This design comes from an exercise in tuning for small area, a short achievable clock period and few clock cycles on the open sky130 flow, not from production work. Function was checked by simulation only, so behaviour that the tests miss may differ from the original.

<file path="flow/design.v">
package tcs_pkg;
    localparam int BYTE_W      = 8;
    localparam int LINE_W      = 20;
    localparam int COL_W       = 16;
    localparam int QUEUE_DEPTH = 4;
    localparam int QP_W        = 2;
    localparam int QC_W        = 3;
    localparam int RES_W       = 2 + BYTE_W + LINE_W + COL_W + 3 + 1;
    localparam int PAIR_W      = 2 * RES_W + 1;
    localparam logic [BYTE_W-1:0] C_NUL    = 8'h00;
    localparam logic [BYTE_W-1:0] C_TAB    = 8'h09;
    localparam logic [BYTE_W-1:0] C_LF     = 8'h0A;
    localparam logic [BYTE_W-1:0] C_CR     = 8'h0D;
    localparam logic [BYTE_W-1:0] C_SPACE  = 8'h20;
    localparam logic [BYTE_W-1:0] C_STAR   = 8'h2A;
    localparam logic [BYTE_W-1:0] C_SLASH  = 8'h2F;
    localparam logic [BYTE_W-1:0] C_DEL    = 8'h7F;
    localparam logic [BYTE_W-1:0] C_LEAD   = 8'hE2;
    localparam logic [BYTE_W-1:0] C_CONT80 = 8'h80;
    localparam logic [BYTE_W-1:0] C_EN     = 8'h93;
    localparam logic [BYTE_W-1:0] C_EM     = 8'h94;
    localparam logic [BYTE_W-1:0] C_APOS   = 8'h99;
    localparam logic [BYTE_W-1:0] C_LSQ    = 8'h98;
    localparam logic [BYTE_W-1:0] C_LDQ    = 8'h9C;
    localparam logic [BYTE_W-1:0] C_RDQ    = 8'h9D;
    typedef enum logic [1:0] {
        KIND_CHAR = 2'd0,
        KIND_END  = 2'd1,
        KIND_ERR  = 2'd2
    } t_kind;
    typedef enum logic [2:0] {
        ERR_NONE      = 3'd0,
        ERR_EN_DASH   = 3'd1,
        ERR_EM_DASH   = 3'd2,
        ERR_APOS      = 3'd3,
        ERR_QUOTE     = 3'd4,
        ERR_CONTROL   = 3'd5,
        ERR_OPEN_CMNT = 3'd6
    } t_err;
    typedef struct packed {
        t_kind             kind;
        logic [BYTE_W-1:0] char_out;
        logic [LINE_W-1:0] line_no;
        logic [COL_W-1:0]  column_no;
        t_err              error_code;
        logic              last;
    } t_result;
    typedef struct packed {
        logic    two;
        t_result first;
        t_result second;
    } t_pair;
    typedef struct packed {
        logic empty;
        logic full;
    } t_q_status;
endpackage
module tcs_front #(
    parameter int LINE_BITS   = 20,
    parameter int COLUMN_BITS = 16,
    parameter int TAB_STOP    = 4
) (
    input  logic                       i_clk,
    input  logic                       i_rst_n,
    input  logic                       i_valid,
    input  logic [tcs_pkg::BYTE_W-1:0] i_byte,
    output logic                       o_ready,
    input  tcs_pkg::t_q_status         i_status,
    output logic                       o_push,
    output tcs_pkg::t_pair             o_pair
);
    localparam int PW  = (TAB_STOP > 1) ? $clog2(TAB_STOP) : 1;
    localparam int AW  = $clog2(TAB_STOP + 1);
    localparam int CW1 = COLUMN_BITS + 1;
    localparam int RES_W = tcs_pkg::RES_W;
    localparam int CST_W = 3 + LINE_BITS + COLUMN_BITS;
    localparam int LX  = (LINE_BITS > tcs_pkg::LINE_W) ? LINE_BITS : tcs_pkg::LINE_W;
    localparam int CX  = (COLUMN_BITS > tcs_pkg::COL_W) ? COLUMN_BITS : tcs_pkg::COL_W;
    localparam longint unsigned COL_MAX_L = (64'd1 << COLUMN_BITS) - 64'd1;
    localparam logic [PW-1:0] SAT_PHASE = PW'((COL_MAX_L - 64'd1) % TAB_STOP);
    localparam logic [PW-1:0] LAST_PHASE = PW'(TAB_STOP - 1);
    localparam logic [AW-1:0] TAB_AMT = AW'(TAB_STOP);
    localparam logic [LINE_BITS-1:0]   LINE_MAX = {LINE_BITS{1'b1}};
    localparam logic [COLUMN_BITS-1:0] COL_MAX  = {COLUMN_BITS{1'b1}};
    localparam logic [LINE_BITS-1:0]   LINE_ONE = LINE_BITS'(1);
    localparam logic [COLUMN_BITS-1:0] COL_ONE  = COLUMN_BITS'(1);
    typedef enum logic [1:0] {
        U_IDLE   = 2'd0,
        U_LEAD   = 2'd1,
        U_LEAD80 = 2'd2
    } t_utf8;
    typedef struct packed {
        logic                   in_comment;
        logic                   star_seen;
        logic                   slash_pend;
        logic [LINE_BITS-1:0]   slash_line;
        logic [COLUMN_BITS-1:0] slash_col;
    } t_cstate;
    typedef struct packed {
        t_cstate st;
        logic    emit;
    } t_feed;
    logic [LINE_BITS-1:0]   r_line, n_line;
    logic [COLUMN_BITS-1:0] r_col, n_col;
    logic [PW-1:0]          r_phase, n_phase;
    t_cstate                r_cst;
    t_cstate                n_cst;
    logic                   r_cr_pend, n_cr_pend;
    logic [LINE_BITS-1:0]   r_cr_line, n_cr_line;
    logic [COLUMN_BITS-1:0] r_cr_col, n_cr_col;
    t_utf8                  r_utf8;
    t_utf8                  n_utf8;
    logic [LINE_BITS-1:0]   r_lead_line, n_lead_line;
    logic [COLUMN_BITS-1:0] r_lead_col, n_lead_col;
    logic                   r_failed, n_failed;
    logic                   accept;
    logic                   pre_v, main_v, have, do_reset;
    tcs_pkg::t_result                pre;
    tcs_pkg::t_result                main;
    tcs_pkg::t_err                   code;
    t_feed                  fd;
    logic [CW1-1:0]         col_sum;
    logic [AW-1:0]          tab_add;
    function automatic logic [tcs_pkg::LINE_W-1:0] f_line(input logic [LINE_BITS-1:0] v);
        logic [LX-1:0] t;
        t = LX'(v);
        f_line = t[tcs_pkg::LINE_W-1:0];
    endfunction
    function automatic logic [tcs_pkg::COL_W-1:0] f_col(input logic [COLUMN_BITS-1:0] v);
        logic [CX-1:0] t;
        t = CX'(v);
        f_col = t[tcs_pkg::COL_W-1:0];
    endfunction
    function automatic logic [RES_W-1:0] f_res(
                                      input logic [1:0] k, input logic [tcs_pkg::BYTE_W-1:0] ch,
                                      input logic [LINE_BITS-1:0] ln,
                                      input logic [COLUMN_BITS-1:0] cl,
                                      input logic [2:0] ec);
        f_res = {k, ch, f_line(ln), f_col(cl), ec, 1'b0};
    endfunction
    function automatic logic [CST_W:0] f_feed(input logic [CST_W-1:0] s,
                                     input logic [tcs_pkg::BYTE_W-1:0] ch,
                                     input logic [LINE_BITS-1:0] ln,
                                     input logic [COLUMN_BITS-1:0] cl);
        logic                   in_comment, star_seen, slash_pend, emit;
        logic [LINE_BITS-1:0]   slash_line;
        logic [COLUMN_BITS-1:0] slash_col;
        {in_comment, star_seen, slash_pend, slash_line, slash_col} = s;
        emit = 1'b0;
        if (in_comment) begin
            if (star_seen && ch == tcs_pkg::C_SLASH) begin
                in_comment = 1'b0;
                star_seen  = 1'b0;
            end else begin
                star_seen = (ch == tcs_pkg::C_STAR);
            end
        end else if (slash_pend && ch == tcs_pkg::C_STAR) begin
            slash_pend = 1'b0;
            in_comment = 1'b1;
            star_seen  = 1'b0;
        end else if (ch == tcs_pkg::C_SLASH) begin
            slash_pend = 1'b1;
            slash_line = ln;
            slash_col  = cl;
        end else begin
            emit = 1'b1;
        end
        f_feed = {in_comment, star_seen, slash_pend, slash_line, slash_col, emit};
    endfunction
    assign o_ready = !i_status.full;
    assign accept  = i_valid && o_ready;
    always_comb begin
        n_line      = r_line;
        n_col       = r_col;
        n_phase     = r_phase;
        n_cst       = r_cst;
        n_cr_pend   = r_cr_pend;
        n_cr_line   = r_cr_line;
        n_cr_col    = r_cr_col;
        n_utf8      = r_utf8;
        n_lead_line = r_lead_line;
        n_lead_col  = r_lead_col;
        n_failed    = r_failed;
        pre_v       = 1'b0;
        main_v      = 1'b0;
        have        = 1'b0;
        do_reset    = 1'b0;
        pre         = f_res(tcs_pkg::KIND_CHAR, tcs_pkg::C_SLASH, r_cst.slash_line, r_cst.slash_col, tcs_pkg::ERR_NONE);
        main        = f_res(tcs_pkg::KIND_CHAR, i_byte, r_line, r_col, tcs_pkg::ERR_NONE);
        code        = tcs_pkg::ERR_NONE;
        fd          = f_feed(r_cst, tcs_pkg::C_LF, r_cr_line, r_cr_col);
        tab_add     = TAB_AMT - AW'(r_phase);
        col_sum     = CW1'(r_col) + CW1'(tab_add);
        if (r_failed) begin
            if (i_byte == tcs_pkg::C_NUL) begin
                do_reset = 1'b1;
            end
        end else if (r_cr_pend) begin
            n_cr_pend = 1'b0;
            if (i_byte == tcs_pkg::C_LF) begin
                if (r_line != LINE_MAX) begin
                    n_line = r_line + LINE_ONE;
                end
                n_col   = COL_ONE;
                n_phase = '0;
                n_utf8  = U_IDLE;
                n_cst   = fd.st;
                main_v  = fd.emit;
                main    = f_res(tcs_pkg::KIND_CHAR, tcs_pkg::C_LF, r_cr_line, r_cr_col, tcs_pkg::ERR_NONE);
            end else begin
                main_v   = 1'b1;
                main     = f_res(tcs_pkg::KIND_ERR, tcs_pkg::C_NUL, r_cr_line, r_cr_col, tcs_pkg::ERR_CONTROL);
                n_failed = 1'b1;
                if (i_byte == tcs_pkg::C_NUL) begin
                    do_reset = 1'b1;
                end
            end
        end else begin
            if (r_cst.slash_pend && i_byte != tcs_pkg::C_STAR) begin
                pre_v            = 1'b1;
                n_cst.slash_pend = 1'b0;
            end
            if (i_byte == tcs_pkg::C_NUL) begin
                main_v   = 1'b1;
                do_reset = 1'b1;
                if (r_cst.in_comment) begin
                    main = f_res(tcs_pkg::KIND_ERR, tcs_pkg::C_NUL, r_line, r_col, tcs_pkg::ERR_OPEN_CMNT);
                end else begin
                    main = f_res(tcs_pkg::KIND_END, tcs_pkg::C_NUL, r_line, r_col, tcs_pkg::ERR_NONE);
                end
            end else if (i_byte[7]) begin
                if (i_byte[6] && r_col != COL_MAX) begin
                    n_col   = r_col + COL_ONE;
                    n_phase = (r_phase == LAST_PHASE) ? '0 : r_phase + PW'(1);
                end
                if (r_utf8 == U_LEAD80) begin
                    case (i_byte)
                        tcs_pkg::C_EN:               code = tcs_pkg::ERR_EN_DASH;
                        tcs_pkg::C_EM:               code = tcs_pkg::ERR_EM_DASH;
                        tcs_pkg::C_APOS:             code = tcs_pkg::ERR_APOS;
                        tcs_pkg::C_LSQ, tcs_pkg::C_LDQ, tcs_pkg::C_RDQ: code = tcs_pkg::ERR_QUOTE;
                        default:            code = tcs_pkg::ERR_NONE;
                    endcase
                end
                if (code != tcs_pkg::ERR_NONE) begin
                    main_v   = 1'b1;
                    main     = f_res(tcs_pkg::KIND_ERR, tcs_pkg::C_NUL, r_lead_line, r_lead_col, code);
                    n_failed = 1'b1;
                end else begin
                    have = 1'b1;
                    if (i_byte == tcs_pkg::C_LEAD) begin
                        n_utf8      = U_LEAD;
                        n_lead_line = r_line;
                        n_lead_col  = r_col;
                    end else if (r_utf8 == U_LEAD && i_byte == tcs_pkg::C_CONT80) begin
                        n_utf8 = U_LEAD80;
                    end else begin
                        n_utf8 = U_IDLE;
                    end
                end
            end else begin
                n_utf8 = U_IDLE;
                if (i_byte < tcs_pkg::C_SPACE) begin
                    case (i_byte)
                        tcs_pkg::C_TAB: begin
                            have = 1'b1;
                            if (col_sum > CW1'(COL_MAX)) begin
                                n_col   = COL_MAX;
                                n_phase = SAT_PHASE;
                            end else begin
                                n_col   = col_sum[COLUMN_BITS-1:0];
                                n_phase = '0;
                            end
                        end
                        tcs_pkg::C_CR: begin
                            n_cr_pend = 1'b1;
                            n_cr_line = r_line;
                            n_cr_col  = r_col;
                        end
                        tcs_pkg::C_LF: begin
                            have = 1'b1;
                            if (r_line != LINE_MAX) begin
                                n_line = r_line + LINE_ONE;
                            end
                            n_col   = COL_ONE;
                            n_phase = '0;
                        end
                        default: begin
                            main_v   = 1'b1;
                            main     = f_res(tcs_pkg::KIND_ERR, tcs_pkg::C_NUL, r_line, r_col, tcs_pkg::ERR_CONTROL);
                            n_failed = 1'b1;
                        end
                    endcase
                end else if (i_byte == tcs_pkg::C_DEL) begin
                    main_v   = 1'b1;
                    main     = f_res(tcs_pkg::KIND_ERR, tcs_pkg::C_NUL, r_line, r_col, tcs_pkg::ERR_CONTROL);
                    n_failed = 1'b1;
                end else begin
                    have = 1'b1;
                    if (r_col != COL_MAX) begin
                        n_col   = r_col + COL_ONE;
                        n_phase = (r_phase == LAST_PHASE) ? '0 : r_phase + PW'(1);
                    end
                end
            end
            if (have) begin
                fd     = f_feed(n_cst, i_byte, r_line, r_col);
                n_cst  = fd.st;
                main_v = fd.emit;
                main   = f_res(tcs_pkg::KIND_CHAR, i_byte, r_line, r_col, tcs_pkg::ERR_NONE);
            end
        end
        if (do_reset) begin
            n_line      = LINE_ONE;
            n_col       = COL_ONE;
            n_phase     = '0;
            n_cst       = '0;
            n_cr_pend   = 1'b0;
            n_cr_line   = '0;
            n_cr_col    = '0;
            n_utf8      = U_IDLE;
            n_lead_line = '0;
            n_lead_col  = '0;
            n_failed    = 1'b0;
        end
    end
    always_comb begin
        o_pair.two         = pre_v && main_v;
        o_pair.first       = pre_v ? pre : main;
        o_pair.first.last  = !(pre_v && main_v);
        o_pair.second      = main;
        o_pair.second.last = 1'b1;
        o_push             = accept && (pre_v || main_v);
    end
    always_ff @(posedge i_clk) begin
        if (!i_rst_n) begin
            r_line      <= LINE_ONE;
            r_col       <= COL_ONE;
            r_phase     <= '0;
            r_cst       <= '0;
            r_cr_pend   <= 1'b0;
            r_cr_line   <= '0;
            r_cr_col    <= '0;
            r_utf8      <= U_IDLE;
            r_lead_line <= '0;
            r_lead_col  <= '0;
            r_failed    <= 1'b0;
        end else if (accept) begin
            r_line      <= n_line;
            r_col       <= n_col;
            r_phase     <= n_phase;
            r_cst       <= n_cst;
            r_cr_pend   <= n_cr_pend;
            r_cr_line   <= n_cr_line;
            r_cr_col    <= n_cr_col;
            r_utf8      <= n_utf8;
            r_lead_line <= n_lead_line;
            r_lead_col  <= n_lead_col;
            r_failed    <= n_failed;
        end
    end
endmodule
module tcs_queue (
    input  logic               i_clk,
    input  logic               i_rst_n,
    input  logic               i_push,
    input  tcs_pkg::t_pair     i_pair,
    input  logic               i_pop,
    output tcs_pkg::t_pair     o_pair,
    output tcs_pkg::t_q_status o_status
);
    logic [tcs_pkg::PAIR_W-1:0] r_mem [tcs_pkg::QUEUE_DEPTH];
    logic [tcs_pkg::QP_W-1:0]  r_wr_ptr, r_rd_ptr;
    logic [tcs_pkg::QC_W-1:0]  r_count, n_count;
    assign o_pair          = r_mem[r_rd_ptr];
    assign o_status.empty  = (r_count == '0);
    assign o_status.full   = (r_count == tcs_pkg::QC_W'(tcs_pkg::QUEUE_DEPTH));
    always_comb begin
        case ({i_push, i_pop})
            2'b10:   n_count = r_count + tcs_pkg::QC_W'(1);
            2'b01:   n_count = r_count - tcs_pkg::QC_W'(1);
            default: n_count = r_count;
        endcase
    end
    always_ff @(posedge i_clk) begin
        if (i_push) begin
            r_mem[r_wr_ptr] <= i_pair;
        end
    end
    always_ff @(posedge i_clk) begin
        if (!i_rst_n) begin
            r_wr_ptr <= '0;
            r_rd_ptr <= '0;
            r_count  <= '0;
        end else begin
            if (i_push) begin
                r_wr_ptr <= r_wr_ptr + tcs_pkg::QP_W'(1);
            end
            if (i_pop) begin
                r_rd_ptr <= r_rd_ptr + tcs_pkg::QP_W'(1);
            end
            r_count <= n_count;
        end
    end
endmodule
module tcs_back (
    input  logic               i_clk,
    input  logic               i_rst_n,
    input  tcs_pkg::t_pair     i_pair,
    input  tcs_pkg::t_q_status i_status,
    output logic               o_pop,
    output logic               o_valid,
    input  logic               i_ready,
    output tcs_pkg::t_result   o_res
);
    logic    r_out_valid;
    tcs_pkg::t_result r_out;
    logic    r_sec_valid;
    tcs_pkg::t_result r_sec;
    logic    load;
    assign load    = !r_out_valid || i_ready;
    assign o_pop   = load && !r_sec_valid && !i_status.empty;
    assign o_valid = r_out_valid;
    assign o_res   = r_out;
    always_ff @(posedge i_clk) begin
        if (!i_rst_n) begin
            r_out_valid <= 1'b0;
            r_sec_valid <= 1'b0;
        end else if (load) begin
            if (r_sec_valid) begin
                r_out_valid <= 1'b1;
                r_sec_valid <= 1'b0;
            end else if (!i_status.empty) begin
                r_out_valid <= 1'b1;
                r_sec_valid <= i_pair.two;
            end else begin
                r_out_valid <= 1'b0;
            end
        end
    end
    always_ff @(posedge i_clk) begin
        if (load) begin
            if (r_sec_valid) begin
                r_out <= r_sec;
            end else if (!i_status.empty) begin
                r_out <= i_pair.first;
                r_sec <= i_pair.second;
            end
        end
    end
endmodule
module text_char_scanner_core #(
    parameter int LINE_BITS   = 20,
    parameter int COLUMN_BITS = 16,
    parameter int TAB_STOP    = 4
) (
    input  logic                       i_clk,
    input  logic                       i_rst_n,
    input  logic                       i_valid,
    input  logic [tcs_pkg::BYTE_W-1:0] i_byte,
    output logic                       o_ready,
    output logic                       o_valid,
    input  logic                       i_ready,
    output logic [1:0]                 o_kind,
    output logic [tcs_pkg::BYTE_W-1:0] o_char,
    output logic [tcs_pkg::LINE_W-1:0] o_line,
    output logic [tcs_pkg::COL_W-1:0]  o_col,
    output logic [2:0]                 o_code,
    output logic                       o_last
);
    tcs_pkg::t_q_status q_status;
    tcs_pkg::t_pair     push_pair;
    tcs_pkg::t_pair     head_pair;
    logic      push;
    logic      pop;
    tcs_pkg::t_result   res;
    tcs_front #(
        .LINE_BITS   (LINE_BITS),
        .COLUMN_BITS (COLUMN_BITS),
        .TAB_STOP    (TAB_STOP)
    ) u_front (
        .i_clk    (i_clk),
        .i_rst_n  (i_rst_n),
        .i_valid  (i_valid),
        .i_byte   (i_byte),
        .o_ready  (o_ready),
        .i_status (q_status),
        .o_push   (push),
        .o_pair   (push_pair)
    );
    tcs_queue u_queue (
        .i_clk    (i_clk),
        .i_rst_n  (i_rst_n),
        .i_push   (push),
        .i_pair   (push_pair),
        .i_pop    (pop),
        .o_pair   (head_pair),
        .o_status (q_status)
    );
    tcs_back u_back (
        .i_clk    (i_clk),
        .i_rst_n  (i_rst_n),
        .i_pair   (head_pair),
        .i_status (q_status),
        .o_pop    (pop),
        .o_valid  (o_valid),
        .i_ready  (i_ready),
        .o_res    (res)
    );
    assign o_kind = res.kind;
    assign o_char = res.char_out;
    assign o_line = res.line_no;
    assign o_col  = res.column_no;
    assign o_code = res.error_code;
    assign o_last = res.last;
endmodule
</file>
<file path="flow/run.sh">
#!/bin/bash
# synth_recipe.tcl (not shown) runs the flow's synth.tcl, then flattens the netlist and writes it again
# the make line also repeats each setting of config.mk as NAME=value (left out here)
make -C /OpenROAD-flow-scripts/flow DESIGN_CONFIG=/design/flow/config.mk WORK_HOME=/design/flow/orfs CLKGATE_MAP_FILE= SYNTH_SCRIPT=/design/flow/synth_recipe.tcl finish
</file>
<file path="flow/config.mk">
export PLATFORM = sky130hd
export DESIGN_NAME = text_char_scanner_core
export DESIGN_NICKNAME = text_char_scanner_core
export VERILOG_FILES = /design/flow/design.v
export SDC_FILE = /design/flow/constraint.sdc
export NUM_CORES = 4
export LEC_CHECK = 0
export CAP_MARGIN = 20
export CORE_MARGIN = 2
export CORE_UTILIZATION = 40
export SLEW_MARGIN = 20
</file>
<file path="flow/constraint.sdc">
create_clock -name core_clock -period 4.0 [get_ports {i_clk}]
set_input_delay 0.8000 -clock core_clock [delete_from_list [all_inputs] [get_ports {i_clk}]]
set_output_delay 0.8000 -clock core_clock [all_outputs]
set_load 0.01 [all_outputs]
</file>
==> flow_summary.json <==
{
  "final.period_utilization": 0.870,
  "synth_edf_count": 499,
  "row_count": 96,
  "finalNonFillerCells": 2903,
  "hold_depth": 2,
  "cts_setup_buffers": 0,
  "start_util": 0.402,
  "report.final.slew_viol_count": 0,
  "r2r-end": "u_front.r_phase[1]",
  "clk_pin_slew_ns": 0.06,
  "crit_fanout": 13,
  "grt_max_degree": 86,
  "place.gp.congestion": 0.883,
  "synthFlopType": "edfxtp_1",
  "num-fill-cells": 5799,
  "dieArea_sq_um": 70700,
  "worstSkewPairLatency_ns": 0.60,
  "startpoint": "i_byte[3]",
  "cts_sinks": 663,
  "dp.cells": 2769,
  "numCtsBuffers": 72,
  "drt_iter0_drc": 1487,
  "r2r_cells": 8,
  "crit_type": "input pin to register",
  "max_freq_mhz": 287,
  "drt-total-wl_mm": 63.0,
  "nets": 1987,
  "async_flop_share": 0,
  "setup_viol": 0,
  "leakagePower_nw": 10.4,
  "synth.avg_cell_area_sq_um": 14.9,
  "setup_ws_ns": 0.519,
  "synth_fp_nets": 1869,
  "min_to": "u_front.r_cr_line[1]",
  "r2r-start": "u_front.r_col[0]",
  "multi_input_area_sq_um": 8500,
  "grt_first_pass_wirelength_mm": 98.4,
  "viasPerCell": 5.58,
  "ios": 64,
  "drtPass1Iterations": 5,
  "power.total_w": 0.0195,
  "htree_levels": 3,
  "post_drt_wl_per_cell_microns": 21.7,
  "synth_cells": 1843,
  "clockRootBuffer": "clkbuf_16",
  "cp-start-kind": "input pin",
  "tritoncts": "yes",
  "tightestPinTransition_ns": 1.07,
  "layout_common_cells": "edfxtp_1, dfxtp_1, nand2_1",
  "fin_crit_ns": 3.48,
  "dp_hpwl_mm": 39.4,
  "grt_use_total": 0.180,
  "power_density_nw_per_um2": 608,
  "postCtsHoldBufs": 0,
  "overflow": 0,
  "layout_commonest_cell": "edfxtp_1",
  "drive_gt1_frac": 0.227,
  "worst_setup_path_end_kind": "register",
  "place_ws_ns": -0.0557,
  "worstHoldPathType": "register to register",
  "synth_area_sq_um": 27400,
  "port_buffers": 63,
  "yosysWarnings": 3,
  "rsz0062_at_grt": "false",
  "synth_cell_type_count": 78,
  "seq_area_sq_um": 18300,
  "antenna_found_initial": 1,
  "r2r_slack_ns": 0.99,
  "fin_setup_tns_ns": 0,
  "synth.area.top_cells": "edfxtp_1, dfxtp_1, mux4_2, mux2_2, nand3_1",
  "drc": 0,
  "hp-start": "u_front.r_cr_line[1]",
  "finClkSkew_ns": 0.0253,
  "hold_viol": 0,
  "ys_seq_area_frac": 0.666,
  "core-area_sq_um": 68200,
  "synth_seq_cells": 663,
  "outcome": "timing/DRC/antenna clean",
  "arrival_ns": 4.01,
  "syn2layout_area_growth_pct": 16.9,
  "required_ns": 4.53,
  "first_global_vias": 16544,
  "vias": 16194,
  "drv_cap": 0,
  "die_w_microns": 266,
  "ant_nets": 0,
  "synth.top_cell.area_share": 0.546,
  "maxSlewHeadroom": 0.287,
  "die_h_microns": 266,
  "cts_resized": 0,
  "ir_drop_mv": 0.410,
  "synth_largest_area_cell": "edfxtp_1",
  "cts_buffer_depth": 3
}
Yosys cell counts, types with 43 or more instances:
library cell / n
a21boi_0: 43
a21oi_1: 43
buf_2: 47
clkbuf_1: 69
dfxtp_1: 164
edfxtp_1: 499
mux2_2: 85
mux4_2: 100
nand2_1: 128
nand3_1: 104
nor2_1: 44
o21ai_0: 43
report_power, final:
group,internal (W),switching (W)
Combinational,0.00191,0.00195
Clock,0.00397,0.00266
Sequential,0.00867,0.000355
Total,0.0146,0.00496
critical path: stages:
cell and delay [ns]:
clkdlybuf4s50_1 0.56, buf_4 0.24, nor3b_1 0.34, a21oi_1 0.13, or3_1 0.34, nor3_1 0.32
o31a_1 0.22, inv_1 0.05, ha_1 0.21, inv_1 0.08, fa_1 0.18, xor2_1 0.07
or3_1 0.30, a21boi_0 0.17
state kept, by name, summed over array words and instances (netlist names), 2 cells and up, named ones only:
register / cells
u_front.r_utf8: 2
u_front.r_cr_line: 20
u_back.r_sec: 49
u_front.r_line: 20
u_front.r_lead_line: 20
u_queue.r_count: 3
u_queue.r_wr_ptr: 2
u_back.r_out: 50
u_queue.r_rd_ptr: 2
u_queue.r_mem: 400
u_front.r_phase: 2
u_front.r_cst: 39
u_front.r_cr_col: 16
u_front.r_col: 16
u_front.r_lead_col: 16
stage by stage:
stage / cell area, sq um / utilization / hold WS (ns)
5_1_grt: 32100 / 0.470 / 0.475
3_3_place_gp: 29700 / 0.436 / 0.435
4_1_cts: 32100 / 0.470 / 0.450
3_5_place_dp: 29700 / 0.436 / 0.441
6_report: 32100 / 0.470 / 0.448
2_1_floorplan: 27500 / - / 0.430
cells by family after synthesis:
group / count (synthesis) / share of synthesized area
buf+inv: 164 / 0.0262
fa+ha+maj: 14 / 0.00693
simple gates: 427 / 0.0775
xor+xnor: 28 / 0.00894
mux: 190 / 0.119
compound gates: 357 / 0.0960
flops: 663 / 0.666
layout make-up:
class / instances / area share
clock inverter: 32 / 0.0101
clock buffer: 101 / 0.0638
tap: 882 / 0.0344
multi-input combinational: 1016 / 0.265
timing repair buffer: 189 / 0.0548
inverter: 19 / 0.00222
antenna: 1 / 0.0000780
sequential: 663 / 0.570
layer usage:
| layer | GRT usage | vias to the layer above | share of wire |
|---|---|---|---|
| met3 | 0.0275 | 93 | 0.056 |
| li1 | - | 7407 | - |
| met2 | 0.289 | 481 | 0.48 |
| met4 | 0.0497 | 0 | 0.018 |
| met1 | 0.255 | 8213 | 0.45 |
| met5 | 0 | - | 0 |
worst max path at each step:
stage,to,slack [ns]
2_1_floorplan,u_queue.r_mem[0][100],-0.15
3_3_place_gp,u_queue.r_count[2],-0.07
3_5_place_dp,u_queue.r_count[2],-0.06
4_1_cts,u_queue.r_count[2],0.55
5_1_grt,u_queue.r_count[2],0.21
6_report,u_queue.r_count[2],0.52
Testbench counts, summed over its fixed seeds: cycles 33,906.

==> what the ideal ports hide <==
No port has a modelled driver above. Below, the same layout with a new extraction and two added sets of constraints. Step 1: set_driving_cell puts a clkbuf_16 on i_clk and a buf_2 on each other input, an assumption about the parent block. Step 2, shift: input delay + t, output delay - t, t = (earliest + latest rising clock arrival at the registers) / 2. This alone moves slack from input paths to output paths. a / b / c = ideal / step 1 / step 2; a / b = the first two.
t (ns): 0.657
setup slack, ns: 0.519 / 0.549 / -0.108
pins driven straight from the clock port: 1
With both steps, setup timing fails in this run, where it was met with ideal ports. For this run, drivers alone change the setup slack by +0.030 ns; drivers and shift together by -0.627 ns.
